This is an optimization exercise on Yosys and OpenROAD, whose aim is small area and few clock cycles, not a production implementation. Where RTL was checked, it was by simulation tests only, not by an equivalence proof against the original. Function not checked in runs 7 and 8: the RTL went through the layout flow alone. No activity file was given, so power comes from the tool's default toggle rates. No driver is modelled on the clock port, so clocking that relies on it looks cheaper here than on a real chip.

`flow/config.mk`:
```
export PLATFORM = sky130hd
export DESIGN_NAME = ahb_mem_slave
export DESIGN_NICKNAME = ahb_mem_slave
export VERILOG_FILES = /design/flow/design.v
export SDC_FILE = /design/flow/constraint.sdc
export NUM_CORES = 4
export LEC_CHECK = 0
export CAP_MARGIN = 10
export CORE_MARGIN = 2
export CORE_UTILIZATION = 60
export CTS_CLUSTER_DIAMETER = 80
export CTS_CLUSTER_SIZE = 30
export SETUP_SLACK_MARGIN = 0.3
export SLEW_MARGIN = 10
export SYNTH_HIERARCHICAL = 1
```
`flow/constraint.sdc`:
```
create_clock -name core_clock -period 5.0 [get_ports {hclk}]
set_input_delay 1.0000 -clock core_clock [delete_from_list [all_inputs] [get_ports {hclk}]]
set_output_delay 1.0000 -clock core_clock [all_outputs]
set_load 0.01 [all_outputs]
```
`flow/design.v`:
```
module ahb_mem_slave (
   input  logic        hclk,
   input  logic        hreset,
   input  logic        hsel,
   input  logic [31:0] haddr,
   input  logic [1:0]  htrans,
   input  logic        hwrite,
   input  logic [2:0]  hsize,
   input  logic [2:0]  hburst,
   input  logic [31:0] hwdata,
   input  logic        hready,
   output logic        hreadyout,
   output logic [1:0]  hresp,
   output logic [31:0] hrdata
);
   logic        err1_q, err2_q;      
   logic [3:0]  wlane_q;             
   logic [63:0] sel;                 
   logic        ph_q;                
   logic        accept, bad_req;
   logic [3:0]  lanes;
   logic unused_bits;
   assign unused_bits = ^{haddr[31:30], hburst};
   assign accept  = !err1_q && hsel && hready && htrans[1];
   assign bad_req = (hsize > 3'd2)
                 || ((hsize == 3'd1) && haddr[0])
                 || ((hsize == 3'd2) && (haddr[1:0] != 2'b00))
                 || (haddr[29:8] != 22'd0);
   always_comb begin
      case (hsize[1:0])
         2'd0:    lanes = 4'b0001 << haddr[1:0];
         2'd1:    lanes = haddr[1] ? 4'b1100 : 4'b0011;
         default: lanes = 4'b1111;
      endcase
   end
   always_ff @(posedge hclk or posedge hreset) begin
      if (hreset) begin
         err1_q  <= 1'b0;
         err2_q  <= 1'b0;
         wlane_q <= 4'b0000;
      end else begin
         err1_q  <= accept && bad_req;
         err2_q  <= err1_q;
         wlane_q <= (accept && !bad_req && hwrite) ? lanes : 4'b0000;
      end
   end
   always_ff @(posedge hclk) begin
      sel <= 64'b1 << haddr[7:2];
   end
   always_ff @(posedge hclk) begin
      ph_q <= ~ph_q;
   end
   assign hreadyout = !err1_q;
   assign hresp     = {1'b0, err1_q | err2_q};
   logic [31:0] wenc;
   for (genvar i = 0; i < 32; i++) begin : g_wenc
      ahb_mem_xor2 u_x (.a(hwdata[i]), .b(ph_q), .y(wenc[i]));
   end
   logic [31:0] word [64];
   for (genvar w = 0; w < 64; w++) begin : g_word
      for (genvar b = 0; b < 4; b++) begin : g_lane
         logic       we, nwe;
         logic [7:0] nxt;
         ahb_mem_we u_we (.sel(sel[w]), .lane(wlane_q[b]), .we(we), .nwe(nwe));
         for (genvar i = 0; i < 8; i++) begin : g_bit
            ahb_mem_hold u_hold (.q(word[w][8*b+i]), .d(wenc[8*b+i]), .we(we), .nwe(nwe),
                                 .nxt(nxt[i]));
         end
         always_ff @(posedge hclk) word[w][8*b +: 8] <= nxt;
      end
   end
   logic [21:0][31:0] rterm_n;
   logic [5:0][31:0]  rgrp;
   logic [2:0][31:0]  rgrp_n;
   logic [31:0]       rraw;
   for (genvar i = 0; i < 32; i++) begin : g_rbit
      for (genvar k = 0; k < 21; k++) begin : g_rd
         ahb_mem_rd3 u_rd (.a0(word[3*k][i]), .a1(word[3*k+1][i]), .a2(word[3*k+2][i]),
                           .s0(sel[3*k]), .s1(sel[3*k+1]), .s2(sel[3*k+2]),
                           .y_n(rterm_n[k][i]));
      end
      ahb_mem_nand2 u_rd63 (.a(word[63][i]), .b(sel[63]), .y(rterm_n[21][i]));
      for (genvar k = 0; k < 5; k++) begin : g_c1
         ahb_mem_nand4 u_c1 (.a(rterm_n[4*k][i]), .b(rterm_n[4*k+1][i]),
                             .c(rterm_n[4*k+2][i]), .d(rterm_n[4*k+3][i]), .y(rgrp[k][i]));
      end
      ahb_mem_nand2 u_c1l (.a(rterm_n[20][i]), .b(rterm_n[21][i]), .y(rgrp[5][i]));
      for (genvar k = 0; k < 3; k++) begin : g_c2
         ahb_mem_nor2 u_c2 (.a(rgrp[2*k][i]), .b(rgrp[2*k+1][i]), .y(rgrp_n[k][i]));
      end
      ahb_mem_nand3 u_c3 (.a(rgrp_n[0][i]), .b(rgrp_n[1][i]), .c(rgrp_n[2][i]), .y(rraw[i]));
      ahb_mem_xor2 u_dec (.a(rraw[i]), .b(ph_q), .y(hrdata[i]));
   end
endmodule
module ahb_mem_we (
   input  logic sel,
   input  logic lane,
   output logic we,
   output logic nwe
);
   ahb_mem_nand2 u_nand (.a(sel), .b(lane), .y(nwe));
   ahb_mem_inv u_inv (.a(nwe), .y(we));
endmodule
module ahb_mem_inv (
   input  logic a,
   output logic y
);
   assign y = ~a;
endmodule
module ahb_mem_hold (
   input  logic q,
   input  logic d,
   input  logic we,
   input  logic nwe,
   output logic nxt
);
   assign nxt = ~((q | we) & (d | nwe));
endmodule
module ahb_mem_xor2 (
   input  logic a, b,
   output logic y
);
   assign y = a ^ b;
endmodule
module ahb_mem_rd3 (
   input  logic a0, a1, a2,
   input  logic s0, s1, s2,
   output logic y_n
);
   assign y_n = ~((a0 & s0) | (a1 & s1) | (a2 & s2));
endmodule
module ahb_mem_nand2 (
   input  logic a, b,
   output logic y
);
   assign y = ~(a & b);
endmodule
module ahb_mem_nand4 (
   input  logic a, b, c, d,
   output logic y
);
   assign y = ~(a & b & c & d);
endmodule
module ahb_mem_nand3 (
   input  logic a, b, c,
   output logic y
);
   assign y = ~(a & b & c);
endmodule
module ahb_mem_nor2 (
   input  logic a, b,
   output logic y
);
   assign y = ~(a | b);
endmodule
```
`flow/run.sh`:
```
#!/bin/bash
# synth_recipe.tcl (not shown) runs the flow's synth.tcl, then flattens the netlist and writes it again
# the make line also repeats each setting of config.mk as NAME=value (left out here)
make -C /OpenROAD-flow-scripts/flow DESIGN_CONFIG=/design/flow/config.mk WORK_HOME=/design/flow/orfs CLKGATE_MAP_FILE= SYNTH_SCRIPT=/design/flow/synth_recipe.tcl finish
```
==> results of run 1 <==
power by group through the flow:
stage | Combinational (mW) | Clock, mW | Sequential (mW)
5_1_grt | 0.654 | 8.86 | 16.9
3_5_place_dp | 0.618 | 0 | 17.3
4_1_cts | 0.619 | 8.30 | 16.9
6_report | 0.639 | 8.20 | 16.9
2_1_floorplan | 0.286 | 0 | 17.3
3_3_place_gp | 0.612 | 0 | 17.3
stage by stage:
step | hold WS (ns) | worst slack, ns
after floorplan | 0.388 | 1.08
after global placement | 0.419 | 0.733
after detailed placement | 0.414 | 0.762
after CTS | 0.450 | 0.305
after global routing | 0.460 | 0.227
final | 0.446 | 0.251
placed cells by master, fill, tap and decap left out, types with 27 or more instances in the layout:
cell	n
a222oi_1	672
buf_4	120
clkbuf_16	87
clkdlybuf4s50_1	104
dfxtp_1	2082
dfxtp_2	30
inv_1	260
nand2_1	322
nand3_1	34
nand4_1	161
nor2_1	139
o22ai_1	2048
xor2_1	27
xor2_4	32
per-module statistics from Yosys, one instance, submodules excluded, a selection:
module,cell area (um2),cells inside
ahb_mem_rd3,10.0,1
ahb_mem_hold,6.26,1
ahb_mem_nand3,5.00,1
ahb_mem_inv,3.75,1
ahb_mem_nand2,3.75,1
ahb_mem_xor2,8.76,1
ahb_mem_nor2,3.75,1
ahb_mem_slave,43100,2243
ahb_mem_nand4,6.26,1
sequential cells by signal (all words and copies together) (netlist names):
| signal | cells |
|---|---|
| wlane_q | 4 |
| err1_q | 1 |
| sel | 64 |
| err2_q | 1 |
| word | 2048 |
| ph_q | 1 |
path summary, 6_finish.rpt:
kind                            depth (start not counted)  slack, ns            to
worst min-delay path                                    0       0.45        err2_q
worst min register to register                          0       0.45        err2_q
worst max register to register                          4       1.81  word[40][22]
max in group asynchronous                               2       4.32    wlane_q[2]
min in group asynchronous                               2       0.48    wlane_q[1]
worst max-delay path                                    7       0.25    hrdata[12]
critical path, delay by kind of cell, from the launching register on:
kind	cells	cell delay [ns]
compound gates	1	0.55
simple gates	3	0.77
xor+xnor	1	0.34
flops	1	0.47
buf+inv	2	0.89
per-layer routing:
layer	track usage [%]	vias to the layer above	wire length, um
met5	0	-	21
met4	8.60	4	5010
met3	5.19	318	18600
met2	52.7	2838	92000
met1	49.5	27800	87000
li1	-	25600	-
repair_timing:
item	4_1_cts	5_1_grt
gates resized for setup	33	31
buffers inserted	0	0
pin swaps	3	9
setup endpoints to repair	24	27
cell type report:
class / instances / area, um2
inverters: 260 / 976
multi-input cells: 3499 / 24100
fillers: 8779 / 37000
clock inverters: 5 / 58.8
well taps: 1488 / 1860
flip-flops and latches: 2119 / 42500
clock buffers: 89 / 2180
repair buffers: 225 / 1960
kinds of logic (layout without fill, tap and decap cells):
| logic type | after synthesis | in the layout | synth area share, % |
|---|---|---|---|
| other cells | 1 | 1 | 0.00561 |
| xor+xnor | 64 | 64 | 0.838 |
| simple gates | 707 | 707 | 4.84 |
| buf+inv | 273 | 579 | 1.56 |
| flops | 2119 | 2119 | 63.5 |
| compound gates | 2727 | 2727 | 29.3 |
==> results.cfg, run 1 <==
[placement]
place.detailed.hpwl_mm = 134
io_buffers = 104
dpl.cell_count = 7591
place_area_mm2 = 0.0713
place_congestion = 0.880

[timing]
timing.setup.tns_ns = 0
layout_min_cycle_time_ns = 4.75
drv_slew = 0
fin_skew_ns = 0.0190
max_freq_mhz = 211
hold_viol_final = 0
timing.final.crit_share_pct = 95.0
worst_slew_pin_slew_ns = 1.10
relSlewSlack_pct = 26.4
setup_viol = 0
rsz0062_at_grt = true

[cts]
postCtsHoldBufs = 0
clk_latency_ns = 0.71
clockRootBuffer = clkbuf_16
cts.clk_slew.worst_paths_ns = 0.11
cts.path.max_buffers = 3
cts_sinks = 2119
cts_tree = yes
htreeDepth = 3
cts_buffers = 81

[yosys]
synth_commonest_cells = dfxtp_1, o22ai_1, a222oi_1
syn_inst = 5891
synth_edf_count = 0
synth_top_area_share_pct = 63.2
synth-seq-cells = 2119
yosysWarnings = 9
syn_avg_cell_area_um2 = 11.4
synthMostInstantiatedCell = dfxtp_1
synthTopCellsByArea = dfxtp_1, o22ai_1, a222oi_1
synthFlopType = dfxtp_1
async_flop_share_pct = 0.283
synth_area_mm2 = 0.0669
syn-num-nets = 5968
synth_seq_area_share_pct = 63.5
ys_types = 28
yosysTopAreaCell = dfxtp_1

[layout]
fin_cells = 7685
finish.instance_area_mm2 = 0.0737
area_delta_synth_final_pct = 10.1
antenna_cells = 0
utilization_pct = 66.6
layout-drive-gt1-share_pct = 5.12
nNetsFinal = 6263

[critical_path]
critPathLaunchType = flop
criticalPathCategory = flop to primary output
cp.arrival_ns = 3.75
crit_slowest_cell = clkdlybuf4s50_1
cp-startpoint = sel[36]
endpoint_kind = primary output
cp_cell_sequence = buf_4 > a222oi_1 > nand4_1 > nor2_2 > nand3_1 > xor2_1 > clkdlybuf4s50_1
reg2reg_from = ph_q
worstPathRequired_ns = 4.00
critical_path.max_stage_delay_ns = 0.62
crit_path_max_fanout = 19

[global_routing]
grt_pass1_vias = 50900
antenna_found_initial = 3
grt_pass1_wl_mm = 307
grtUsageTotal_pct = 33.9
grt_max_degree = 65
gr-total-overflow = 0

[die]
start_util_pct = 60.4
fp.dieArea_mm2 = 0.114
die_h_um = 338
row_count = 122
dieWidth_um = 338
ios = 112
core_region_area_mm2 = 0.111

[power_and_ir_drop]
p_int_mw = 20.2
swShare_pct = 21.4
clkPwrFrac_pct = 31.8
p_seq_share_pct = 65.7
power_density_mw_per_mm2 = 349
power_mw = 25.7
leakagePower_nw = 28.0
peakVddDrop_uv = 328
comb_power_share_pct = 2.5
p_switching_mw = 5.52

[route]
totalWireLength_mm = 203
first_iter_violations = 9210
vias = 56500
firstDrtPassIters = 13
drc = 0
final_antenna_net_count = 0
via_per_inst = 7.35
wl_per_cell_um = 26.4

[hold_path]
worstHoldStart = err1_q
hp-class = flop to flop

[status]
status = finished clean

[job]
drv_cap = 0
Testbench counts, summed over its fixed seeds: cycles 33,002.
==> inputs of run 2 (changes only) <==
--- a/flow/config.mk
+++ b/flow/config.mk
@@ -9,6 +9,6 @@
 export CORE_MARGIN = 2
-export CORE_UTILIZATION = 60
+export CORE_UTILIZATION = 72
 export CTS_CLUSTER_DIAMETER = 80
 export CTS_CLUSTER_SIZE = 30
-export SETUP_SLACK_MARGIN = 0.3
+export SETUP_SLACK_MARGIN = 0.2
 export SLEW_MARGIN = 10
==> run 2 against run 1 <==
  * Still clean on timing, DRC and antenna
  * Count of clock-buffer cells in the layout is 2 lower
  * Non-clock buffer count down 6
  * Via count grew 2.4%
  * Critical path type unchanged
  * Utilization grew 13 points
  * Die area down 16%
==> results.cfg, run 2 <==
[critical_path]
regToRegSetupSlack_ns = 1.52
critical_path.max_stage_delay_ns = 0.68
crit_slowest_cell = clkdlybuf4s50_1
rr_endpoint = word[40][19]
criticalPathCategory = flop to primary output
cp-startpoint = sel[27]
crit_path_end = hrdata[0]
critPathLaunchType = flop
cp.arrival_ns = 3.86
endpoint_kind = primary output
cp_cell_sequence = a222oi_1 > nand4_1 > nor2_1 > nand3_1 > xor2_1 > clkdlybuf4s50_1
worstRegToRegCells = 5
crit_path_max_fanout = 18
reg2reg_from = ph_q
worstPathRequired_ns = 4.00

[layout]
layout_commonest_cell = dfxtp_1
reg_top3 = word: 2048 flops, sel: 64 flops, wlane_q: 4 flops
top_register = word
area_delta_synth_final_pct = 9.40
most-common-layout-cells = dfxtp_1, o22ai_1, a222oi_1
fin_cells = 7430
antenna_cells = 0
finish.instance_area_mm2 = 0.0732
layout-drive-gt1-share_pct = 4.32
utilization_pct = 79.7
nNetsFinal = 6256
largest_reg_flops = 2048

[yosys]
synthFlopType = dfxtp_1
synth-seq-cells = 2119
synth_top_area_share_pct = 63.2
synth_area_mm2 = 0.0669
synth_edf_count = 0
synthMostInstantiatedCell = dfxtp_1
syn_inst = 5891
synth_seq_area_share_pct = 63.5
yosysTopAreaCell = dfxtp_1
syn_avg_cell_area_um2 = 11.4
synth_commonest_cells = dfxtp_1, o22ai_1, a222oi_1
yosysWarnings = 9
ys_types = 28
synthTopCellsByArea = dfxtp_1, o22ai_1, a222oi_1
async_flop_share_pct = 0.283
syn-num-nets = 5968

[power_and_ir_drop]
peakVddDrop_uv = 319
power_mw = 25.6
power_density_mw_per_mm2 = 349
leakagePower_nw = 27.9

[timing]
fin_skew_ns = 0.0316
hold_viol_final = 0
setup_ws_ns = 0.141
layout_min_cycle_time_ns = 4.86
timing.final.crit_share_pct = 97.2
timing.setup.tns_ns = 0
setup_viol = 0
max_freq_mhz = 206
drv_slew = 0
relSlewSlack_pct = 12.7
rsz0062_at_grt = true
hold_slack_ns = 0.433
worst_slew_pin_slew_ns = 1.31

[hold_path]
hp-class = flop to flop

[die]
row_count = 111
start_util_pct = 72.9
die_h_um = 309
dieWidth_um = 309
ios = 112
fp.dieArea_mm2 = 0.0953
core_region_area_mm2 = 0.0918

[global_routing]
grt_pass1_wl_mm = 301
grtUsageTotal_pct = 39.3
grt_max_degree = 65
antenna_found_initial = 2
gr-total-overflow = 0
grt_pass1_vias = 53400

[cts]
clockRootBuffer = clkbuf_16
htreeDepth = 3
clk_latency_ns = 0.72
cts_setup_buffers = 0
cts.path.max_buffers = 3
cts_tree = yes
cts.clk_slew.worst_paths_ns = 0.11
postCtsHoldBufs = 0
cts_sinks = 2119
cts_buffers = 80

[placement]
place_area_mm2 = 0.0709
place.detailed.hpwl_mm = 131
dpl.cell_count = 7340
io_buffers = 104
post-place-ws_ns = 0.895
place_congestion = 0.899

[route]
first_iter_violations = 10300
via_per_inst = 7.78
vias = 57800
drc = 0
totalWireLength_mm = 197
final_antenna_net_count = 0
firstDrtPassIters = 14
wl_per_cell_um = 26.5

[job]
drv_cap = 0

[status]
status = finished clean
[run 2: logic make-up (layout without fill, tap and decap cells)]
kind of cell | after synthesis | in the layout | share of synthesized area, %
flip-flops | 2119 | 2119 | 63.5
XOR/XNOR | 64 | 64 | 0.838
AO/OA/AOI/OAI | 2727 | 2727 | 29.3
buffers and inverters | 273 | 569 | 1.56
other | 1 | 1 | 0.00561
AND/OR/NAND/NOR | 707 | 707 | 4.84
[run 2: worst min path at each step]
stage | from | end | depth (start not counted)
6_report | err1_q | err2_q | 0
3_5_place_dp | err1_q | err2_q | 0
4_1_cts | err1_q | err2_q | 0
3_3_place_gp | err1_q | err2_q | 0
2_1_floorplan | err1_q | err2_q | 0
5_1_grt | err1_q | err2_q | 0
[run 2: routing by layer]
| metal | GRT usage, % | vias up | part of all wire, % |
|---|---|---|---|
| met4 | 15.0 | 4 | 4.1 |
| met5 | 0 | - | 0.011 |
| met3 | 7.19 | 531 | 12 |
| met2 | 62.0 | 3969 | 45 |
| li1 | - | 25500 | - |
| met1 | 54.2 | 27800 | 39 |
[run 2: modules after synthesis (local to each module, per instance), excerpt]
module         flip-flops and latches  cell area [um2]  cells inside
ahb_mem_hold                        0             6.26             1
ahb_mem_inv                         0             3.75             1
ahb_mem_nand2                       0             3.75             1
ahb_mem_nand3                       0             5.00             1
ahb_mem_nand4                       0             6.26             1
ahb_mem_nor2                        0             3.75             1
ahb_mem_rd3                         0             10.0             1
ahb_mem_slave                    2119            43100          2243
ahb_mem_xor2                        0             8.76             1
[run 2: repair_timing]
| item | 4_1_cts | 5_1_grt |
|---|---|---|
| gates cloned | 0 | 0 |
| gates resized for setup | 5 | 20 |
| pin swaps | 0 | 3 |
| setup endpoints to repair | 7 | 15 |
[run 2: area by class of cell]
type                    count  area (um2)
clock buffers              87        2130
clock inverters             3        33.8
fillers                  5849       18600
inverters                 260         976
multi-input cells        3499       24100
flip-flops and latches   2119       42500
well taps                1243        1560
repair buffers            219        1930
[run 2: worst max-delay path, delay by kind of cell, from the launching register on]
family	cells	cell delay [ns]
AND/OR/NAND/NOR	3	0.85
buffers and inverters	1	0.68
XOR/XNOR	1	0.59
flip-flops	1	0.58
AO/OA/AOI/OAI	1	0.44
[run 2: report_power, final]
group          leakage [nW]  switching (mW)  internal [mW]  total [mW]
clock network          1.07            4.93           3.08        8.02
registers              19.4          0.0219           16.9        16.9
logic                  7.45           0.461          0.178       0.639
total                  27.9            5.41           20.1        25.6
==> inputs of run 3 (changes only) <==
--- a/flow/config.mk
+++ b/flow/config.mk
@@ -9,6 +9,6 @@
 export CORE_MARGIN = 2
-export CORE_UTILIZATION = 72
+export CORE_UTILIZATION = 60
 export CTS_CLUSTER_DIAMETER = 80
 export CTS_CLUSTER_SIZE = 30
-export SETUP_SLACK_MARGIN = 0.2
+export SETUP_SLACK_MARGIN = 0.1
 export SLEW_MARGIN = 10
==> run 3 against run 2 <==
  * Register-to-register slack better by 0.27 ns
  * Routed wire length is 3.0% higher
  * Critical endpoint is now hrdata[12]
  * Clock power is 3.0% higher
  * Utilization is 13 points lower
  * Maximum frequency is 0.28% higher
  * Synthesized cell count stayed put
  * Still clean
  * Combinational power is 0.6% higher
  * Die area is 20% higher
  * Sequential power hardly changed
  * Synthesized area stayed put
  * Largest power group unchanged
==> results.cfg, run 3 <==
[status]
status = finished clean

[layout]
most-common-layout-cells = dfxtp_1, o22ai_1, a222oi_1
largest_reg_flops = 2048
area_delta_synth_final_pct = 10.1
top_register = word
layout-drive-gt1-share_pct = 4.58
antenna_cells = 0
nNetsFinal = 6261
layout_commonest_cell = dfxtp_1
fin_cells = 7686
reg_top3 = word: 2048 flops, sel: 64 flops, wlane_q: 4 flops
fillers = 8732

[power_and_ir_drop]
p_seq_share_pct = 65.5
p_int_mw = 20.3
swShare_pct = 21.4
p_switching_mw = 5.51
leakagePower_nw = 28.0
clkPwrFrac_pct = 32.0
comb_power_share_pct = 2.5
power_density_mw_per_mm2 = 351
peakVddDrop_uv = 307

[cts]
htreeDepth = 3
cts_tree = yes
cts_setup_buffers = 0
postCtsHoldBufs = 0
clockRootBuffer = clkbuf_16
cts_buffers = 81
cts_sinks = 2119
clk_latency_ns = 0.71
cts.path.max_buffers = 3
cts.clk_slew.worst_paths_ns = 0.11

[timing]
timing.setup.tns_ns = 0
hold_viol_final = 0
max_freq_mhz = 206
timing.final.crit_share_pct = 96.9
relSlewSlack_pct = 17.7
layout_min_cycle_time_ns = 4.85
rsz0062_at_grt = true
fin_skew_ns = 0.0255
setup_viol = 0
worst_slew_pin_slew_ns = 1.23
drv_slew = 0

[yosys]
synth_top_area_share_pct = 63.2
synth_area_mm2 = 0.0669
syn_avg_cell_area_um2 = 11.4
synth-seq-cells = 2119
synth_edf_count = 0
synth_commonest_cells = dfxtp_1, o22ai_1, a222oi_1
yosysWarnings = 9
synthFlopType = dfxtp_1
synth_seq_area_share_pct = 63.5
synthTopCellsByArea = dfxtp_1, o22ai_1, a222oi_1
ys_types = 28
async_flop_share_pct = 0.283
syn_inst = 5891
synthMostInstantiatedCell = dfxtp_1
yosysTopAreaCell = dfxtp_1
syn-num-nets = 5968

[die]
row_count = 122
start_util_pct = 60.4
die_h_um = 338
core_region_area_mm2 = 0.111
dieWidth_um = 338
ios = 112
fp.dieArea_mm2 = 0.114

[critical_path]
criticalPathCategory = flop to primary output
cp.arrival_ns = 3.85
critical_path.max_stage_delay_ns = 0.67
worstPathRequired_ns = 4.00
crit_slowest_cell = a222oi_1
crit_path_max_fanout = 25
regToRegSetupSlack_ns = 1.79
critPathLaunchType = flop
endpoint_kind = primary output
cp_cell_sequence = a222oi_1 > nand4_1 > nor2_2 > nand3_1 > xor2_1 > clkdlybuf4s50_1

[placement]
place_congestion = 0.885
dpl.cell_count = 7589
place.detailed.hpwl_mm = 135
io_buffers = 104

[global_routing]
antenna_found_initial = 1
busiest_layer = met2
grt_pass1_wl_mm = 309
grtUsageTotal_pct = 34.2
grtUsageMet2_pct = 53.7
grt_pass1_vias = 51600
grt.met1_usage_pct = 49.4
grt_max_degree = 65
use_met3_pct = 4.77
gr-total-overflow = 0

[hold_path]
hp-class = flop to flop

[route]
firstDrtPassIters = 14
wl_per_cell_um = 26.4
final_antenna_net_count = 0
drc = 0
via_per_inst = 7.37
first_iter_violations = 9126
vias = 56700
totalWireLength_mm = 203

[job]
drv_cap = 0
## run 3: critical path: cells and delay by family, from the launching register on
kind                   cells  cell delay [ns]
AND/OR/NAND/NOR            3             0.69
AO/OA/AOI/OAI              1             0.67
buffers and inverters      1             0.67
flip-flops                 1             0.66
XOR/XNOR                   1             0.43
## run 3: final timing paths
check	start	endpoint	cells past startpoint
min in group asynchronous	hreset	wlane_q[0]	2
min reg2reg	word[60][3]	word[60][3]	1
max reg2reg	ph_q	word[41][3]	4
min	word[60][3]	word[60][3]	1
max in group asynchronous	hreset	wlane_q[1]	2
max	sel[24]	hrdata[12]	6
## run 3: what timing repair did
action                                  4_1_cts  5_1_grt
hold endpoints to repair                      0        0
endpoints found under the setup margin       11       15
resized for setup                            12       16
pin swaps                                     1        4
## run 3: power groups by stage
stage	sequential [mW]	clock, mW	combinational [mW]
final	16.9	8.26	0.643
after CTS	16.9	8.36	0.623
after global routing	16.9	8.97	0.660
after global placement	17.3	0	0.616
after floorplan	17.3	0	0.286
after detailed placement	17.3	0	0.622
## run 3: routing by layer
metal / part of all wire (%) / vias to the layer above
met5: 0 / -
met2: 46 / 2830
li1: - / 25600
met4: 2.8 / 0
met3: 8.7 / 341
met1: 43 / 27900
## run 3: through the flow
stage / util [%] / cell area, um2 / total power, mW / setup slack, ns / hold slack (ns)
after floorplan: - / 66900 / 17.6 / 0.215 / 0.388
after global placement: 64.4 / 71200 / 17.9 / 0.694 / 0.416
after detailed placement: 64.4 / 71200 / 17.9 / 0.707 / 0.433
after CTS: 66.5 / 73600 / 25.9 / 0.108 / 0.451
after global routing: 66.5 / 73600 / 26.5 / 0.0194 / 0.461
final: 66.5 / 73600 / 25.8 / 0.154 / 0.450
## run 3: logic make-up after synthesis
| kind of cell | share of synthesized area, % |
|---|---|
| other | 0.00561 |
| DFF | 63.5 |
| and+or+nand+nor | 4.84 |
| buffers and inverters | 1.56 |
| AOI/OAI and AO/OA | 29.3 |
| xor gates and xnor gates | 0.838 |
## run 3: Yosys stat by module (local to each module, per instance), a selection
| module | area, um2 | cells inside | flops+latches |
|---|---|---|---|
| ahb_mem_nor2 | 3.75 | 1 | 0 |
| ahb_mem_rd3 | 10.0 | 1 | 0 |
| ahb_mem_nand4 | 6.26 | 1 | 0 |
| ahb_mem_nand2 | 3.75 | 1 | 0 |
| ahb_mem_inv | 3.75 | 1 | 0 |
| ahb_mem_nand3 | 5.00 | 1 | 0 |
## run 3: area by class of cell
type / instances / area [um2] / share of cell area (%)
inverter: 260 / 976 / 1.33
tap: 1488 / 1860 / 2.53
multi-input combinational: 3499 / 24100 / 32.7
timing repair buffer: 223 / 1960 / 2.66
sequential: 2119 / 42500 / 57.7
clock inverter: 5 / 80.1 / 0.109
clock buffer: 92 / 2210 / 3.00
==> inputs of run 4 (changes only) <==
--- a/flow/config.mk
+++ b/flow/config.mk
@@ -12,2 +12,3 @@
 export CTS_CLUSTER_SIZE = 30
+export GPL_TIMING_DRIVEN = 0
 export SETUP_SLACK_MARGIN = 0.1
==> run 4 against run 3 <==
  * Critical path depth stayed put
  * Worst hold slack worse by 0.035 ns
  * Cell count down 0.30%
  * Non-clock buffer count down 16
  * Routed wire length increased by 3.0%
  * Design area is 1.8% higher
  * Setup slack worse by 0.054 ns
  * Combinational power increased by 19%
  * Clock skew is 0.00081 ns higher
  * Synthesized cell count is the same
==> results.cfg, run 4 <==
[yosys]
syn_avg_cell_area_um2 = 11.4
synth_commonest_cells = dfxtp_1, o22ai_1, a222oi_1
synth_seq_area_share_pct = 63.5
syn-num-nets = 5968
synthTopCellsByArea = dfxtp_1, o22ai_1, a222oi_1
syn_inst = 5891
yosysTopAreaCell = dfxtp_1
synth_edf_count = 0
synth_area_mm2 = 0.0669
synthFlopType = dfxtp_1
async_flop_share_pct = 0.283
synth_top_area_share_pct = 63.2
ys_types = 28
synth-seq-cells = 2119
synthMostInstantiatedCell = dfxtp_1
yosysWarnings = 9

[route]
via_per_inst = 7.46
totalWireLength_mm = 209
drc = 0
vias = 57200
first_iter_violations = 9264
final_antenna_net_count = 0
firstDrtPassIters = 13
wl_per_cell_um = 27.3

[critical_path]
cp-startpoint = sel[42]
criticalPathCategory = flop to primary output
reg2reg_from = ph_q
regToRegSetupSlack_ns = 1.83
crit_path_end = hrdata[1]
worstPathRequired_ns = 4.00
critPathLaunchType = flop
endpoint_kind = primary output
cp.arrival_ns = 3.90
worstRegToRegCells = 7
rr_endpoint = word[47][29]
crit_path_max_fanout = 36

[timing]
setup_viol = 0
setup_ws_ns = 0.100
layout_min_cycle_time_ns = 4.90
worst_slew_pin_slew_ns = 0.936
fin_skew_ns = 0.0263
drv_slew = 0
timing.final.crit_share_pct = 98.0
max_freq_mhz = 204
relSlewSlack_pct = 37.5
hold_viol_final = 0
rsz0062_at_grt = true

[layout]
largest_reg_flops = 2048
reg_top3 = word: 2048 flops, sel: 64 flops, wlane_q: 4 flops
area_delta_synth_final_pct = 12.0
most-common-layout-cells = o22ai_1, dfxtp_1, a222oi_1
multiInputGateArea_mm2 = 0.0241
top_register = word
nNetsFinal = 6245
ff_latch_area_mm2 = 0.0425
layout-drive-gt1-share_pct = 5.21
utilization_pct = 67.7
antenna_cells = 0
fillers = 8550

[power_and_ir_drop]
p_switching_mw = 5.54
leakagePower_nw = 28.4
comb_power_share_pct = 3.0
power_density_mw_per_mm2 = 344
clkPwrFrac_pct = 31.3
p_int_mw = 20.2
p_seq_share_pct = 65.7
swShare_pct = 21.5
peakVddDrop_uv = 279
power_mw = 25.7

[die]
fp.dieArea_mm2 = 0.114
core_region_area_mm2 = 0.111
row_count = 122
die_h_um = 338
dieWidth_um = 338
start_util_pct = 60.4
ios = 112

[placement]
io_buffers = 98
post-place-ws_ns = 0.621
place.detailed.hpwl_mm = 141
place_congestion = 0.864

[hold_path]
hp-class = flop to flop
worstHoldStart = err1_q

[global_routing]
grtUsageTotal_pct = 35.1
grt_pass1_wl_mm = 315
antenna_found_initial = 2
grt_pass1_vias = 52500
gr-total-overflow = 0
grt_max_degree = 65

[cts]
clk_latency_ns = 0.71
cts_sinks = 2119
cts_buffers = 81
clockRootBuffer = clkbuf_16
cts.clk_slew.worst_paths_ns = 0.11
htreeDepth = 3
cts_tree = yes
postCtsHoldBufs = 0
cts.path.max_buffers = 3

[status]
status = finished clean

[job]
drv_cap = 0
## run 4: changes by cell type in the layout (fill, tap and decap cells not counted), sizes merged
cell	change
clkdlybuf4s50	-6
inv	-1
clkbuf	-5
buf	-12
clkinv	+1
## run 4: layout make-up
cell class	instances	area share [%]
buffer	13	0.0869
tap	1488	2.49
multi-input combinational	3499	32.1
inverter	260	1.30
sequential	2119	56.8
timing repair buffer	194	4.36
clock inverter	5	0.0952
clock buffer	85	2.74
## run 4: per-module statistics from Yosys, one instance, submodules excluded, a selection
module | area [um2] | flops+latches
ahb_mem_hold | 6.26 | 0
ahb_mem_inv | 3.75 | 0
ahb_mem_nand2 | 3.75 | 0
ahb_mem_nand3 | 5.00 | 0
ahb_mem_nand4 | 6.26 | 0
ahb_mem_nor2 | 3.75 | 0
ahb_mem_rd3 | 10.0 | 0
ahb_mem_slave | 43100 | 2119
ahb_mem_xor2 | 8.76 | 0
## run 4: worst min path at each step
stage                   to  slack (ns)  cells past startpoint
finish              err2_q        0.42                      0
global route        err2_q        0.45                      0
CTS                 err2_q        0.43                      0
detailed placement  err2_q        0.43                      0
global placement    err2_q        0.42                      0
floorplan           err2_q        0.39                      0
## run 4: repair_timing
| item | 4_1_cts | 5_1_grt |
|---|---|---|
| gates resized for setup | 10 | 11 |
| pin swaps | 0 | 1 |
| setup buffers | 0 | 0 |
| setup endpoints to repair | 10 | 11 |
## run 4: critical path, stage by stage, from the launching register on
cell and delay [ns]:
dfxtp_2 0.60, a222oi_1 0.56, nand4_1 0.32, nor2_2 0.44
nand3_1 0.21, xor2_1 0.37, clkdlybuf4s50_1 0.68
## run 4: metrics by stage
step	cell area (um2)	std cells	hold slack, ns	TNS (ns)
6_report	74900	7663	0.415	0
2_1_floorplan	66900	5891	0.388	0
5_1_grt	74900	7663	0.447	0
4_1_cts	74900	7663	0.429	0
3_3_place_gp	69700	7477	0.415	-6142.31
3_5_place_dp	72700	7573	0.435	0
## run 4: power groups by stage
stage | clock network (mW) | registers (mW) | logic [mW]
final | 8.06 | 16.9 | 0.764
after global routing | 8.73 | 16.9 | 0.780
after CTS | 8.13 | 16.9 | 0.744
after detailed placement | 0 | 17.3 | 0.743
after global placement | 0 | 17.3 | 0.550
after floorplan | 0 | 17.3 | 0.286
## run 4: per-layer routing
| metal | track usage, % | vias up | share of wire (%) |
|---|---|---|---|
| met5 | 0 | - | 0.013 |
| li1 | - | 25500 | - |
| met1 | 50.6 | 28300 | 42 |
| met2 | 54.6 | 3001 | 45 |
| met4 | 10.8 | 4 | 3.3 |
| met3 | 4.94 | 350 | 9.2 |
## run 4: logic make-up after synthesis
kind of cell	count (synthesis)	synth area share [%]
buffers and inverters	273	1.56
flip-flops	2119	63.5
AO/OA/AOI/OAI	2727	29.3
AND/OR/NAND/NOR	707	4.84
other	1	0.00561
XOR/XNOR	64	0.838
==> inputs of run 5 (changes only) <==
--- a/flow/config.mk
+++ b/flow/config.mk
@@ -9,6 +9,5 @@
 export CORE_MARGIN = 2
-export CORE_UTILIZATION = 60
+export CORE_UTILIZATION = 66
 export CTS_CLUSTER_DIAMETER = 80
 export CTS_CLUSTER_SIZE = 30
-export GPL_TIMING_DRIVEN = 0
 export SETUP_SLACK_MARGIN = 0.1
==> run 5 against run 4 <==
  * First-iteration DRC count is 4.7% higher
  * Utilization is 5.3 points higher
  * Register-to-register slack worse by 0.12 ns
  * Via count is 0.71% higher
  * Design area is 2.2% lower
  * Critical path depth is 1 higher
  * Critical path type unchanged
  * Largest cell class unchanged
  * Synthesized cell count stayed put
  * Setup slack better by 0.0042 ns
  * Power is 1.5% lower
==> results.cfg, run 5 <==
[status]
status = finished clean

[hold_path]
hp-class = flop to flop

[layout]
antenna_cells = 0
multiInputGateArea_mm2 = 0.0240
top_register = word
area_delta_synth_final_pct = 9.51
ff_latch_area_mm2 = 0.0425
reg_top3 = word: 2048 flops, sel: 64 flops, wlane_q: 4 flops
nNetsFinal = 6263
layout-drive-gt1-share_pct = 4.27
most-common-layout-cells = dfxtp_1, o22ai_1, a222oi_1
largest_reg_flops = 2048
fillers = 7298
layout_commonest_cell = dfxtp_1

[yosys]
ys_types = 28
synthTopCellsByArea = dfxtp_1, o22ai_1, a222oi_1
synth_seq_area_share_pct = 63.5
synth-seq-cells = 2119
synthMostInstantiatedCell = dfxtp_1
synth_edf_count = 0
synth_area_mm2 = 0.0669
syn_inst = 5891
async_flop_share_pct = 0.283
yosysTopAreaCell = dfxtp_1
syn_avg_cell_area_um2 = 11.4
yosysWarnings = 9
syn-num-nets = 5968
synth_commonest_cells = dfxtp_1, o22ai_1, a222oi_1
synth_top_area_share_pct = 63.2
synthFlopType = dfxtp_1

[critical_path]
cp.arrival_ns = 3.90
crit_path_max_fanout = 22
cp_cell_sequence = buf_4 > a222oi_1 > nand4_1 > nor2_1 > nand3_1 > xor2_1 > clkdlybuf4s50_1
worstPathRequired_ns = 4.00
critical_path.max_stage_delay_ns = 0.63
crit_slowest_cell = dfxtp_1
endpoint_kind = primary output
critPathLaunchType = flop
criticalPathCategory = flop to primary output

[route]
final_antenna_net_count = 0
firstDrtPassIters = 15
drc = 0
vias = 57600
wl_per_cell_um = 26.8
totalWireLength_mm = 202
via_per_inst = 7.63
first_iter_violations = 9703

[cts]
htreeDepth = 3
cts_sinks = 2119
cts_buffers = 80
clockRootBuffer = clkbuf_16
cts.clk_slew.worst_paths_ns = 0.11
cts.path.max_buffers = 3
cts_tree = yes
clk_latency_ns = 0.71

[placement]
place_congestion = 0.881
io_buffers = 104
post-place-ws_ns = 0.932
place.detailed.hpwl_mm = 134

[timing]
timing.setup.tns_ns = 0
setup_viol = 0
rsz0062_at_grt = true
timing.final.crit_share_pct = 97.9
hold_viol_final = 0
relSlewSlack_pct = 29.4
worst_slew_pin_slew_ns = 1.06
max_freq_mhz = 204
drv_slew = 0
fin_skew_ns = 0.0253
setup_ws_ns = 0.104
layout_min_cycle_time_ns = 4.90

[global_routing]
grt.met1_usage_pct = 53.3
busiest_layer = met2
grt_pass1_wl_mm = 309
use_met3_pct = 6.61
grt_pass1_vias = 52900
antenna_found_initial = 1
gr-total-overflow = 0
grtUsageTotal_pct = 37.4
grt_max_degree = 65
grtUsageMet2_pct = 58.0

[die]
dieWidth_um = 322
start_util_pct = 66.7
row_count = 116
core_region_area_mm2 = 0.100
fp.dieArea_mm2 = 0.104
ios = 112
die_h_um = 322

[power_and_ir_drop]
power_density_mw_per_mm2 = 346
leakagePower_nw = 27.9
peakVddDrop_uv = 320

[job]
drv_cap = 0
==> run 5: power breakdown <==
part	switching [mW]	internal, mW	leakage (nW)
sequential	0.0273	16.9	19.4
clock	4.88	2.95	1.01
combinational	0.463	0.180	7.49
total	5.37	20.0	27.9
==> run 5: final timing paths <==
kind / startpoint / to / slack, ns / cells past startpoint
worst max-delay path: sel[42] / hrdata[30] / 0.10 / 7
worst min-delay path: err1_q / err2_q / 0.43 / 0
worst max register to register: ph_q / word[41][18] / 1.71 / 4
worst min register to register: err1_q / err2_q / 0.43 / 0
max in group asynchronous: hreset / wlane_q[1] / 4.28 / 2
min in group asynchronous: hreset / err1_q / 0.51 / 2
==> run 5: stage by stage <==
stage          instance area (um2)  hold slack [ns]  instances  power, mW  util [%]
6_report                     73200            0.435       7544       25.4      73.0
2_1_floorplan                66900            0.388       5891       17.6         -
3_5_place_dp                 71200            0.422       7461       17.9      71.0
3_3_place_gp                 71200            0.404       7461       17.9      71.0
4_1_cts                      73200            0.438       7544       25.4      73.0
5_1_grt                      73200            0.460       7544       26.0      73.0
==> run 5: layer usage <==
metal  routed length [um]  up-vias
met3                22800      463
met2                90400     3540
met4                 7080        2
met5                   18        -
met1                81700    28000
li1                     -    25600
==> run 5: cell type report <==
class / instances / share of cell area, %
clock buffers: 82 / 2.77
multi-input cells: 3499 / 32.8
well taps: 1357 / 2.32
clock inverters: 1 / 0.0154
inverters: 260 / 1.33
repair buffers: 226 / 2.77
flip-flops and latches: 2119 / 58.0
==> run 5: critical path, delay by kind of cell, from the launching register on <==
kind,cells,cell delay [ns]
compound gates,1,0.45
xor+xnor,1,0.19
buf+inv,2,0.94
flops,1,0.63
simple gates,3,0.99
==> run 5: timing repair <==
| action | in CTS | in global routing |
|---|---|---|
| setup buffers | 0 | 0 |
| gates resized for setup | 0 | 14 |
| endpoints found under the setup margin | 0 | 14 |
| hold buffers | 0 | 0 |
==> run 5: kinds of logic after synthesis <==
kind of cell / count (synthesis) / share of synthesized area, %
AO/OA/AOI/OAI: 2727 / 29.3
XOR/XNOR: 64 / 0.838
buffers and inverters: 273 / 1.56
flip-flops: 2119 / 63.5
other: 1 / 0.00561
AND/OR/NAND/NOR: 707 / 4.84
==> run 5: per-module statistics from Yosys (local to each module, per instance), excerpt <==
| module | flops+latches | times used | cells | area, um2 |
|---|---|---|---|---|
| ahb_mem_nand4 | 0 | 160 | 1 | 6.26 |
| ahb_mem_nand2 | 0 | 320 | 1 | 3.75 |
| ahb_mem_inv | 0 | 256 | 1 | 3.75 |
| ahb_mem_slave | 2119 | 1 | 2243 | 43100 |
| ahb_mem_nor2 | 0 | 96 | 1 | 3.75 |
| ahb_mem_nand3 | 0 | 32 | 1 | 5.00 |
| ahb_mem_xor2 | 0 | 64 | 1 | 8.76 |
| ahb_mem_rd3 | 0 | 672 | 1 | 10.0 |
| ahb_mem_hold | 0 | 2048 | 1 | 6.26 |
==> inputs of run 6 (changes only) <==
--- a/flow/config.mk
+++ b/flow/config.mk
@@ -9,5 +9,7 @@
 export CORE_MARGIN = 2
-export CORE_UTILIZATION = 66
-export CTS_CLUSTER_DIAMETER = 80
-export CTS_CLUSTER_SIZE = 30
+export CORE_UTILIZATION = 60
+export CTS_BUF_LIST = sky130_fd_sc_hd__clkbuf_8
+export CTS_CLUSTER_DIAMETER = 60
+export CTS_CLUSTER_SIZE = 20
+export GPL_TIMING_DRIVEN = 0
 export SETUP_SLACK_MARGIN = 0.1
==> run 6 against run 5 <==
  * Via count about the same
  * Utilization decreased by 4.5 points
  * Setup slack got worse by 0.048 ns
  * Synthesized area stayed put
  * Non-clock buffer count fell by 19
  * Critical path type unchanged
  * Largest cell class unchanged
  * Highest routed layer unchanged
==> results.cfg, run 6 <==
[status]
status = finished clean

[power_and_ir_drop]
p_switching_mw = 5.98
leakagePower_nw = 28.9
swShare_pct = 22.4
p_seq_share_pct = 63.3
comb_power_share_pct = 2.9
clkPwrFrac_pct = 33.8
peakVddDrop_uv = 285
power_density_mw_per_mm2 = 352
p_int_mw = 20.7

[job]
drv_cap = 0

[cts]
cts_setup_buffers = 0
htreeDepth = 4
cts_buffers = 141
clk_latency_ns = 0.87
cts_sinks = 2119
clockRootBuffer = clkbuf_8
cts_tree = yes
cts.path.max_buffers = 3
cts.clk_slew.worst_paths_ns = 0.11

[critical_path]
crit_path_max_fanout = 36
cp.arrival_ns = 3.94
critical_path.max_stage_delay_ns = 0.66
critPathLaunchType = flop
critPathTopFamily = simple AND/OR/NAND/NOR gates
worstRegToRegCells = 7
crit_slowest_cell = clkdlybuf4s50_1
cp_num_buf_inv = 1
worstPathRequired_ns = 4.00
reg2reg_from = ph_q
cp_cell_sequence = a222oi_1 > nand4_1 > nor2_2 > nand3_1 > xor2_1 > clkdlybuf4s50_1
critical_path_cell_count = 6
criticalPathCategory = flop to primary output
endpoint_kind = primary output
regToRegSetupSlack_ns = 1.82
rr_endpoint = word[44][29]

[yosys]
syn_inst = 5891
ys_types = 28
yosysTopAreaCell = dfxtp_1
synth_edf_count = 0
synth_commonest_cells = dfxtp_1, o22ai_1, a222oi_1
synth_seq_area_share_pct = 63.5
synth-seq-cells = 2119
async_flop_share_pct = 0.283
synthTopCellsByArea = dfxtp_1, o22ai_1, a222oi_1
synthFlopType = dfxtp_1
yosysWarnings = 9
syn_avg_cell_area_um2 = 11.4
syn-num-nets = 5968
synth_top_area_share_pct = 63.2
synth_area_mm2 = 0.0669
synthMostInstantiatedCell = dfxtp_1

[route]
wl_per_cell_um = 26.9
first_iter_violations = 9233
final_antenna_net_count = 0
vias = 57600
via_per_inst = 7.37
firstDrtPassIters = 13
totalWireLength_mm = 210
drc = 0

[timing]
layout_min_cycle_time_ns = 4.94
drv_slew = 0
timing.final.crit_share_pct = 98.9
setup_viol = 0
relSlewSlack_pct = 37.7
setup_ws_ns = 0.0557
worst_slew_pin_slew_ns = 0.934
fin_skew_ns = 0.0412
hold_viol_final = 0
rsz0062_at_grt = true
max_freq_mhz = 202

[layout]
nNetsFinal = 6305
area_delta_synth_final_pct = 13.4
top_register = word
reg_top3 = word: 2048 flops, sel: 64 flops, wlane_q: 4 flops
finish.instance_area_mm2 = 0.0758
largest_reg_flops = 2048
layout-drive-gt1-share_pct = 7.40
utilization_pct = 68.5
most-common-layout-cells = o22ai_1, dfxtp_1, a222oi_1

[die]
ios = 112
row_count = 122
dieWidth_um = 338
core_region_area_mm2 = 0.111
die_h_um = 338
start_util_pct = 60.4
fp.dieArea_mm2 = 0.114

[global_routing]
antenna_found_initial = 2
gr-total-overflow = 0
grtUsageTotal_pct = 35.3
grt_pass1_vias = 52900
grt_max_degree = 65
grt_pass1_wl_mm = 317

[placement]
post-place-ws_ns = 0.621
io_buffers = 98
place.detailed.hpwl_mm = 141
place_congestion = 0.864
place_area_mm2 = 0.0727

[hold_path]
hp-class = input port to asynchronous set/reset pin
## run 6: worst max-delay path by stage
stage,slack [ns],endpoint,startpoint
finish,0.06,hrdata[8],sel[44]
global placement,-3.28,word[21][30],ph_q
CTS,0.06,hrdata[6],sel[44]
floorplan,0.21,word[0][0],ph_q
detailed placement,0.62,hrdata[6],sel[45]
global route,0.03,hrdata[6],sel[44]
## run 6: stage by stage
stage               power, mW  hold WS [ns]  std cells  setup TNS [ns]
floorplan                17.6         0.388       5891               0
global placement         17.9         0.415       7477        -6142.31
detailed placement       18.1         0.435       7573               0
CTS                      26.8         0.281       7811               0
global route             27.5         0.325       7813               0
finish                   26.7         0.342       7813               0
## run 6: cells by family after synthesis
family | synth area share (%)
AO/OA/AOI/OAI | 29.3
XOR/XNOR | 0.838
flip-flops | 63.5
buffers and inverters | 1.56
other | 0.00561
AND/OR/NAND/NOR | 4.84
## run 6: per-module statistics from Yosys, one instance, submodules excluded, excerpt
module	cell area (um2)	times used	flops+latches	cells inside
ahb_mem_nand2	3.75	320	0	1
ahb_mem_nand3	5.00	32	0	1
ahb_mem_slave	43100	1	2119	2243
ahb_mem_rd3	10.0	672	0	1
ahb_mem_nor2	3.75	96	0	1
ahb_mem_inv	3.75	256	0	1
ahb_mem_hold	6.26	2048	0	1
ahb_mem_nand4	6.26	160	0	1
ahb_mem_xor2	8.76	64	0	1
## run 6: final cells by class
cell class | instances | area [um2]
inverter | 260 | 976
clock inverter | 74 | 709
tap | 1488 | 1860
sequential | 2119 | 42600
buffer | 13 | 65.1
timing repair buffer | 194 | 3270
antenna | 2 | 5.00
clock buffer | 164 | 2260
fill | 8517 | 34800
multi-input combinational | 3499 | 24100
## run 6: repair_timing
| action | 4_1_cts | 5_1_grt |
|---|---|---|
| resized for setup | 25 | 14 |
| endpoints found under the setup margin | 19 | 15 |
| hold buffers | 0 | 0 |
| pin swaps | 4 | 6 |
## run 6: routing by layer
layer	global-route usage [%]	part of all wire, %	wire length [um]	up-vias
li1	-	-	-	25700
met1	50.9	43	89600	28400
met2	54.6	45	94600	3074
met3	5.01	8.9	18600	396
met4	11.6	3.3	6960	2
met5	0	0.0062	13	-
## run 6: power groups by stage
stage | logic [mW] | clock network, mW | registers, mW
finish | 0.764 | 9.03 | 16.9
global placement | 0.550 | 0 | 17.3
detailed placement | 0.743 | 0 | 17.3
CTS | 0.744 | 9.14 | 16.9
floorplan | 0.286 | 0 | 17.3
global route | 0.781 | 9.80 | 16.9
==> inputs of run 7 (changes only) <==
--- a/flow/design.v
+++ b/flow/design.v
@@ -56,3 +56,13 @@
    for (genvar i = 0; i < 32; i++) begin : g_wenc
-      ahb_mem_xor2 u_x (.a(hwdata[i]), .b(ph_q), .y(wenc[i]));
+      logic x_n;
+      ahb_mem_xnor2 u_x (.a(hwdata[i]), .b(ph_q), .y(x_n));
+      ahb_mem_nand2 u_g (.a(x_n), .b(wlane_q[i / 8]), .y(wenc[i]));
+   end
+   logic [63:0] nsel;
+   logic [3:0]  nlane;
+   for (genvar w = 0; w < 64; w++) begin : g_nsel
+      ahb_mem_inv u_inv (.a(sel[w]), .y(nsel[w]));
+   end
+   for (genvar b = 0; b < 4; b++) begin : g_nlane
+      ahb_mem_inv u_inv (.a(wlane_q[b]), .y(nlane[b]));
    end
@@ -61,7 +71,7 @@
       for (genvar b = 0; b < 4; b++) begin : g_lane
-         logic       we, nwe;
+         logic       we;
          logic [7:0] nxt;
-         ahb_mem_we u_we (.sel(sel[w]), .lane(wlane_q[b]), .we(we), .nwe(nwe));
+         ahb_mem_nor2 u_we (.a(nsel[w]), .b(nlane[b]), .y(we));
          for (genvar i = 0; i < 8; i++) begin : g_bit
-            ahb_mem_hold u_hold (.q(word[w][8*b+i]), .d(wenc[8*b+i]), .we(we), .nwe(nwe),
+            ahb_mem_hold u_hold (.q(word[w][8*b+i]), .d(wenc[8*b+i]), .we(we), .nsel(nsel[w]),
                                  .nxt(nxt[i]));
@@ -94,11 +104,2 @@
 endmodule
-module ahb_mem_we (
-   input  logic sel,
-   input  logic lane,
-   output logic we,
-   output logic nwe
-);
-   ahb_mem_nand2 u_nand (.a(sel), .b(lane), .y(nwe));
-   ahb_mem_inv u_inv (.a(nwe), .y(we));
-endmodule
 module ahb_mem_inv (
@@ -113,6 +114,12 @@
    input  logic we,
-   input  logic nwe,
+   input  logic nsel,
    output logic nxt
 );
-   assign nxt = ~((q | we) & (d | nwe));
+   assign nxt = ~((q | we) & (d | nsel));
+endmodule
+module ahb_mem_xnor2 (
+   input  logic a, b,
+   output logic y
+);
+   assign y = ~(a ^ b);
 endmodule
--- a/flow/config.mk
+++ b/flow/config.mk
@@ -9,8 +9,6 @@
 export CORE_MARGIN = 2
-export CORE_UTILIZATION = 60
-export CTS_BUF_LIST = sky130_fd_sc_hd__clkbuf_8
-export CTS_CLUSTER_DIAMETER = 60
-export CTS_CLUSTER_SIZE = 20
-export GPL_TIMING_DRIVEN = 0
-export SETUP_SLACK_MARGIN = 0.1
+export CORE_UTILIZATION = 66
+export CTS_CLUSTER_DIAMETER = 80
+export CTS_CLUSTER_SIZE = 30
+export SETUP_SLACK_MARGIN = 0.3
 export SLEW_MARGIN = 10
==> run 7 against run 6 <==
  * Still clean on timing, DRC and antenna
  * Register-to-register slack gained 0.06 ns
  * Design area shrank 3.5%
  * Synthesized area shrank 0.88%
  * Count of clock-buffer cells in the layout shrank 77
  * Sequential cell count is the same
  * Die area shrank 9.8%
  * Via count grew 2.7%
  * Clock skew shrank 0.0098 ns
  * Critical endpoint is now hrdata[9]
  * Highest routed layer unchanged
==> results.cfg, run 7 <==
[route]
first_iter_violations = 11300
totalWireLength_mm = 225
vias = 59100
via_per_inst = 7.96
final_antenna_net_count = 0
firstDrtPassIters = 12
wl_per_cell_um = 30.3
drc = 0

[critical_path]
worstPathRequired_ns = 4.00
critPathLaunchType = flop
endpoint_kind = primary output
cp.arrival_ns = 3.85
crit_path_max_fanout = 21
worstRegToRegCells = 5
criticalPathCategory = flop to primary output

[layout]
fin_cells = 7426
largest_reg_flops = 2048
reg_top3 = word: 2048 flops, sel: 64 flops, wlane_q: 4 flops
utilization_pct = 73.3
top_register = word
area_delta_synth_final_pct = 10.4
nNetsFinal = 6193
layout-drive-gt1-share_pct = 7.10
layout_commonest_cell = dfxtp_1
most-common-layout-cells = dfxtp_1, o22ai_1, a222oi_1
fillers = 7233

[status]
status = finished clean

[cts]
htreeDepth = 3
cts.clk_slew.worst_paths_ns = 0.11
clockRootBuffer = clkbuf_16
postCtsHoldBufs = 0
cts.path.max_buffers = 3
clk_latency_ns = 0.73
cts_buffers = 80
cts_tree = yes
cts_sinks = 2119

[timing]
layout_min_cycle_time_ns = 4.85
hold_viol_final = 0
timing.final.crit_share_pct = 96.9
setup_viol = 0
rsz0062_at_grt = true
relSlewSlack_pct = 26.9
max_freq_mhz = 206
worst_slew_pin_slew_ns = 1.10
drv_slew = 0
timing.setup.tns_ns = 0
fin_skew_ns = 0.0314

[yosys]
syn_inst = 5735
synth_top_area_share_pct = 63.8
synthTopCellsByArea = dfxtp_1, o22ai_1, a222oi_1
yosysWarnings = 9
syn-num-nets = 5812
synth_commonest_cells = dfxtp_1, o22ai_1, a222oi_1
synth-seq-cells = 2119
synth_area_mm2 = 0.0663
syn_avg_cell_area_um2 = 11.6
synthFlopType = dfxtp_1
yosysTopAreaCell = dfxtp_1
ys_types = 29
async_flop_share_pct = 0.283
synth_seq_area_share_pct = 64.0
synth_edf_count = 0
synthMostInstantiatedCell = dfxtp_1

[global_routing]
grt_max_degree = 65
grt_pass1_wl_mm = 332
antenna_found_initial = 11
grtUsageTotal_pct = 41.6
gr-total-overflow = 0
grt_pass1_vias = 54700

[power_and_ir_drop]
power_density_mw_per_mm2 = 345
peakVddDrop_uv = 314
power_mw = 25.3
leakagePower_nw = 26.0

[hold_path]
hp-class = flop to flop
hold_depth = 1

[die]
start_util_pct = 66.4
core_region_area_mm2 = 0.0999
die_h_um = 321
fp.dieArea_mm2 = 0.103
ios = 112
row_count = 116
dieWidth_um = 321

[placement]
place.detailed.hpwl_mm = 143
place_congestion = 0.919
dpl.cell_count = 7332
io_buffers = 104

[job]
drv_cap = 0
## run 7: cell types whose count changed after synthesis
cell / change
inv_1: -188
nand2_1: -224
nor2_1: +256
xnor2_1: +32
xor2_1: -32
## run 7: logic make-up (layout without fill, tap and decap cells)
kind of cell	after synthesis	in the layout	synth area share, %
flops	2119	2119	64.0
buf+inv	85	474	0.506
xor+xnor	64	64	0.845
simple gates	739	739	5.07
other cells	1	5	0.00566
compound gates	2727	2727	29.5
## run 7: cell type report
cell class | instances | area (um2) | share of cell area [%]
clock buffers | 87 | 2130 | 2.92
well taps | 1298 | 1620 | 2.22
clock inverters | 3 | 28.8 | 0.0393
multi-input cells | 3531 | 24000 | 32.8
repair buffers | 312 | 2620 | 3.57
diodes | 4 | 10.0 | 0.0137
inverters | 72 | 270 | 0.369
flip-flops and latches | 2119 | 42500 | 58.1
## run 7: worst paths after layout
path / startpoint / end / slack (ns)
max: sel[38] / hrdata[9] / 0.15
min: word[36][28] / word[36][28] / 0.45
max reg2reg: ph_q / word[13][16] / 1.88
min reg2reg: word[36][28] / word[36][28] / 0.45
max in group asynchronous: hreset / wlane_q[2] / 4.32
min in group asynchronous: hreset / wlane_q[3] / 0.49
## run 7: layer usage
metal	share of wire [%]	vias to the layer above	global-route usage, %	routed length (um)
li1	-	25500	-	-
met1	38	29000	57.3	86300
met2	43	4086	60.8	96800
met3	13	597	10.4	29300
met4	5.5	8	21.4	12300
met5	0.033	-	0	74
## run 7: timing repair
item	4_1_cts	5_1_grt
setup buffers	0	0
resized for setup	62	52
pin swaps	12	39
setup endpoints to repair	32	30
## run 7: stage by stage
stage          cell area (um2)  setup slack [ns]  hold WS [ns]
6_report                 73200             0.155         0.450
5_1_grt                  73200             0.194         0.461
4_1_cts                  73000             0.301         0.447
3_5_place_dp             70700             0.709         0.422
3_3_place_gp             70700             0.654         0.412
2_1_floorplan            66300              1.23         0.388
## run 7: power breakdown
group / internal [mW] / switching, mW / total (mW)
logic: 0.102 / 0.157 / 0.259
registers: 16.9 / 0.0383 / 16.9
clock network: 3.09 / 5.00 / 8.08
total: 20.1 / 5.19 / 25.3
## run 7: Yosys stat by module, one instance, submodules excluded, excerpt
module / area, um2 / cells inside / flops+latches / copies in the design
ahb_mem_hold: 6.26 / 1 / 0 / 2048
ahb_mem_inv: 3.75 / 1 / 0 / 68
ahb_mem_nand2: 3.75 / 1 / 0 / 96
ahb_mem_nand3: 5.00 / 1 / 0 / 32
ahb_mem_nor2: 3.75 / 1 / 0 / 352
ahb_mem_rd3: 10.0 / 1 / 0 / 672
ahb_mem_slave: 43100 / 2243 / 2119 / 1
ahb_mem_xor2: 8.76 / 1 / 0 / 32
## run 7: critical path, stage by stage, from the launching register on
cell and delay [ns]:
dfxtp_2 0.50, a222oi_1 0.58, nand4_1 0.43, nor2_2 0.40, nand3_1 0.18, xor2_2 0.39
clkdlybuf4s50_1 0.63
==> inputs of run 8 (changes only) <==
--- a/flow/design.v
+++ b/flow/design.v
@@ -17,4 +17,3 @@
    logic [3:0]  wlane_q;             
-   logic [63:0] sel;                 
-   logic        ph_q;                
+   logic [7:0]  hi_n_q, lo_n_q;      
    logic        accept, bad_req;
@@ -47,6 +46,4 @@
    always_ff @(posedge hclk) begin
-      sel <= 64'b1 << haddr[7:2];
-   end
-   always_ff @(posedge hclk) begin
-      ph_q <= ~ph_q;
+      hi_n_q <= ~(8'b1 << haddr[7:5]);
+      lo_n_q <= ~(8'b1 << haddr[4:2]);
    end
@@ -54,10 +51,6 @@
    assign hresp     = {1'b0, err1_q | err2_q};
-   logic [31:0] wenc;
-   for (genvar i = 0; i < 32; i++) begin : g_wenc
-      logic x_n;
-      ahb_mem_xnor2 u_x (.a(hwdata[i]), .b(ph_q), .y(x_n));
-      ahb_mem_nand2 u_g (.a(x_n), .b(wlane_q[i / 8]), .y(wenc[i]));
+   logic [63:0] sel, nsel;
+   always_comb begin
+      for (int w = 0; w < 64; w++) sel[w] = ~(hi_n_q[w / 8] | lo_n_q[w % 8]);
    end
-   logic [63:0] nsel;
-   logic [3:0]  nlane;
    for (genvar w = 0; w < 64; w++) begin : g_nsel
@@ -65,18 +58,4 @@
    end
-   for (genvar b = 0; b < 4; b++) begin : g_nlane
-      ahb_mem_inv u_inv (.a(wlane_q[b]), .y(nlane[b]));
-   end
-   logic [31:0] word [64];
-   for (genvar w = 0; w < 64; w++) begin : g_word
-      for (genvar b = 0; b < 4; b++) begin : g_lane
-         logic       we;
-         logic [7:0] nxt;
-         ahb_mem_nor2 u_we (.a(nsel[w]), .b(nlane[b]), .y(we));
-         for (genvar i = 0; i < 8; i++) begin : g_bit
-            ahb_mem_hold u_hold (.q(word[w][8*b+i]), .d(wenc[8*b+i]), .we(we), .nsel(nsel[w]),
-                                 .nxt(nxt[i]));
-         end
-         always_ff @(posedge hclk) word[w][8*b +: 8] <= nxt;
-      end
-   end
+   logic [31:0]       word [64];
+   logic [31:0]       rdata;
    logic [21:0][31:0] rterm_n;
@@ -84,3 +63,2 @@
    logic [2:0][31:0]  rgrp_n;
-   logic [31:0]       rraw;
    for (genvar i = 0; i < 32; i++) begin : g_rbit
@@ -100,4 +78,16 @@
       end
-      ahb_mem_nand3 u_c3 (.a(rgrp_n[0][i]), .b(rgrp_n[1][i]), .c(rgrp_n[2][i]), .y(rraw[i]));
-      ahb_mem_xor2 u_dec (.a(rraw[i]), .b(ph_q), .y(hrdata[i]));
+      ahb_mem_nand3 u_c3 (.a(rgrp_n[0][i]), .b(rgrp_n[1][i]), .c(rgrp_n[2][i]), .y(rdata[i]));
+   end
+   assign hrdata = rdata;
+   logic [31:0] wback;
+   for (genvar i = 0; i < 32; i++) begin : g_wback
+      ahb_mem_mux2 u_mux (.a0(rdata[i]), .a1(hwdata[i]), .s(wlane_q[i / 8]), .y(wback[i]));
+   end
+   for (genvar w = 0; w < 64; w++) begin : g_word
+      logic [31:0] nxt;
+      for (genvar i = 0; i < 32; i++) begin : g_bit
+         ahb_mem_hold u_hold (.q(word[w][i]), .d(wback[i]), .we(sel[w]), .nwe(nsel[w]),
+                              .nxt(nxt[i]));
+      end
+      always_ff @(posedge hclk) word[w] <= nxt;
    end
@@ -114,18 +104,6 @@
    input  logic we,
-   input  logic nsel,
+   input  logic nwe,
    output logic nxt
 );
-   assign nxt = ~((q | we) & (d | nsel));
-endmodule
-module ahb_mem_xnor2 (
-   input  logic a, b,
-   output logic y
-);
-   assign y = ~(a ^ b);
-endmodule
-module ahb_mem_xor2 (
-   input  logic a, b,
-   output logic y
-);
-   assign y = a ^ b;
+   assign nxt = (q & nwe) | (d & we);
 endmodule
@@ -162 +140,7 @@
 endmodule
+module ahb_mem_mux2 (
+   input  logic a0, a1, s,
+   output logic y
+);
+   assign y = s ? a1 : a0;
+endmodule
--- a/flow/config.mk
+++ b/flow/config.mk
@@ -9,3 +9,3 @@
 export CORE_MARGIN = 2
-export CORE_UTILIZATION = 66
+export CORE_UTILIZATION = 60
 export CTS_CLUSTER_DIAMETER = 80
==> run 8 against run 7 <==
  * Still clean
  * Utilization fell by 4.7 points
  * Sequential share of layout area is 5.1 points lower
  * Maximum frequency rose by 1.9%
  * Design area is 7.1% higher
  * Die area is 15% higher
  * Worst hold slack lost 0.0065 ns
  * Synthesized cell count shrank 6.4%
  * Critical endpoint is now hrdata[17]
  * Largest power group unchanged
  * Highest routed layer unchanged
==> results.cfg, run 8 <==
[timing]
fin_skew_ns = 0.0368
worst_slew_pin_slew_ns = 1.39
layout_min_cycle_time_ns = 4.75
timing.final.crit_share_pct = 95.1
setup_viol = 0
max_freq_mhz = 210
timing.setup.tns_ns = 0
rsz0062_at_grt = true
drv_slew = 0
hold_viol_final = 0
relSlewSlack_pct = 7.14

[critical_path]
crit_path_max_fanout = 26
regToRegSetupSlack_ns = 1.31
critPathLaunchType = flop
endpoint_kind = primary output
cp-startpoint = lo_n_q[4]
rr_endpoint = word[12][17]
crit_path_end = hrdata[17]
worstRegToRegCells = 9
reg2reg_from = lo_n_q[4]
criticalPathCategory = flop to primary output
cp.arrival_ns = 3.75
worstPathRequired_ns = 4.00

[cts]
clockRootBuffer = clkbuf_16
cts_tree = yes
cts.path.max_buffers = 3
cts_buffers = 82
clk_latency_ns = 0.73
cts.clk_slew.worst_paths_ns = 0.12
htreeDepth = 3
cts_sinks = 2070

[route]
firstDrtPassIters = 9
vias = 57000
drc = 0
wl_per_cell_um = 31.7
totalWireLength_mm = 236
via_per_inst = 7.67
first_iter_violations = 10600
final_antenna_net_count = 0

[yosys]
yosysWarnings = 9
synth_seq_area_share_pct = 59.9
ys_types = 27
syn_avg_cell_area_um2 = 12.9
synthMostInstantiatedCell = dfxtp_1
synthFlopType = dfxtp_1
syn_inst = 5366
syn-num-nets = 5443
async_flop_share_pct = 0.290
synthTopCellsByArea = dfxtp_1, a22o_1, a222oi_1
synth-seq-cells = 2070
synth_edf_count = 0
synth_top_area_share_pct = 59.7
synth_area_mm2 = 0.0693
synth_commonest_cells = dfxtp_1, a22o_1, a222oi_1
yosysTopAreaCell = dfxtp_1

[hold_path]
hold_depth = 0
hp-class = flop to flop

[die]
die_h_um = 344
core_region_area_mm2 = 0.114
ios = 112
fp.dieArea_mm2 = 0.118
row_count = 124
dieWidth_um = 344
start_util_pct = 60.6

[layout]
most-common-layout-cells = dfxtp_1, a22o_1, a222oi_1
layout-drive-gt1-share_pct = 10.4
layout_commonest_cell = dfxtp_1
area_delta_synth_final_pct = 13.2
utilization_pct = 68.6
reg_top3 = word: 2048 flops, hi_n_q: 8 flops, lo_n_q: 8 flops
largest_reg_flops = 2048
nNetsFinal = 5966
top_register = word

[power_and_ir_drop]
leakagePower_nw = 28.9
power_density_mw_per_mm2 = 326
peakVddDrop_uv = 287

[status]
status = finished clean

[placement]
place.detailed.hpwl_mm = 134
place_congestion = 0.836
io_buffers = 104

[global_routing]
gr-total-overflow = 0
antenna_found_initial = 11
grt_pass1_vias = 51900
grt_pass1_wl_mm = 337
grt_max_degree = 66
grtUsageTotal_pct = 37.4

[job]
drv_cap = 0
==> run 8: cells by family after synthesis <==
group           share of synthesized area, %
compound gates                          35.7
buf+inv                                0.461
flops                                   59.9
mux                                    0.694
other cells                          0.00541
simple gates                            3.29
==> run 8: through the flow <==
step / hold slack [ns] / power, mW / setup slack [ns] / instance area (um2) / cells
after detailed placement: 0.410 / 17.2 / 0.624 / 75000 / 7245
after global placement: 0.415 / 17.2 / 0.634 / 75000 / 7245
after floorplan: 0.388 / 17.0 / 0.826 / 69300 / 5366
after global routing: 0.469 / 26.2 / 0.241 / 78400 / 7427
after CTS: 0.436 / 25.6 / 0.266 / 77800 / 7370
final: 0.443 / 25.6 / 0.245 / 78400 / 7428
==> run 8: per-module statistics from Yosys, one instance, submodules excluded <==
module / cells / flops+latches
ahb_mem_slave: 2198 / 2070
ahb_mem_mux2: 1 / 0
ahb_mem_rd3: 1 / 0
ahb_mem_hold: 1 / 0
ahb_mem_nand4: 1 / 0
ahb_mem_nand3: 1 / 0
ahb_mem_inv: 1 / 0
ahb_mem_nand2: 1 / 0
ahb_mem_nor2: 1 / 0
==> run 8: power breakdown <==
group	switching, mW	internal [mW]
combinational	0.280	0.127
sequential	0.0255	16.5
clock	5.15	3.51
==> run 8: per-layer routing <==
metal,GRT usage [%],routed length [um]
met3,8.53,28800
met4,14.8,9340
met1,53.9,97800
met2,54.2,99600
met5,0,84
==> run 8: layout make-up <==
cell class,instances,area [um2]
Clock inverter,14,256
Sequential cell,2070,41500
Timing Repair Buffer,424,3870
Clock buffer,93,2260
Multi-Input combinational cell,3244,28300
Tap cell,1512,1890
Antenna cell,4,10.0
Inverter,67,251
Fill cell,8523,36000
==> run 8: worst min path at each step <==
stage	startpoint	to	slack, ns
finish	err1_q	err2_q	0.44
floorplan	err1_q	err2_q	0.39
detailed placement	err1_q	err2_q	0.41
global placement	err1_q	err2_q	0.42
CTS	err1_q	err2_q	0.44
global route	err1_q	err2_q	0.47
==> run 8: repair_timing <==
action / CTS / global route
buffers inserted: 2 / 37
pin swaps: 26 / 30
cloned: 16 / 16
hold buffers: 0 / 0
endpoints found under the setup margin: 32 / 32
endpoints found under the hold margin: 0 / 0
gates resized for setup: 57 / 29
==> run 8: worst max-delay path, stage by stage (launching register included) <==
cell             delay, ns
dfxtp_4               0.48
buf_4                 0.16
nor2_4                0.04
buf_4                 0.23
a222oi_1              0.36
nand4_1               0.51
nor2_4                0.34
nand3_1               0.30
clkdlybuf4s50_1       0.59

Setup slack of run 8, layout unchanged: 0.245 ns with ideal ports, 0.165 ns with driving cells assumed (clock clkbuf_16, inputs buf_2), 0.958 ns with port delays also shifted by the 0.792 ns mid clock arrival.
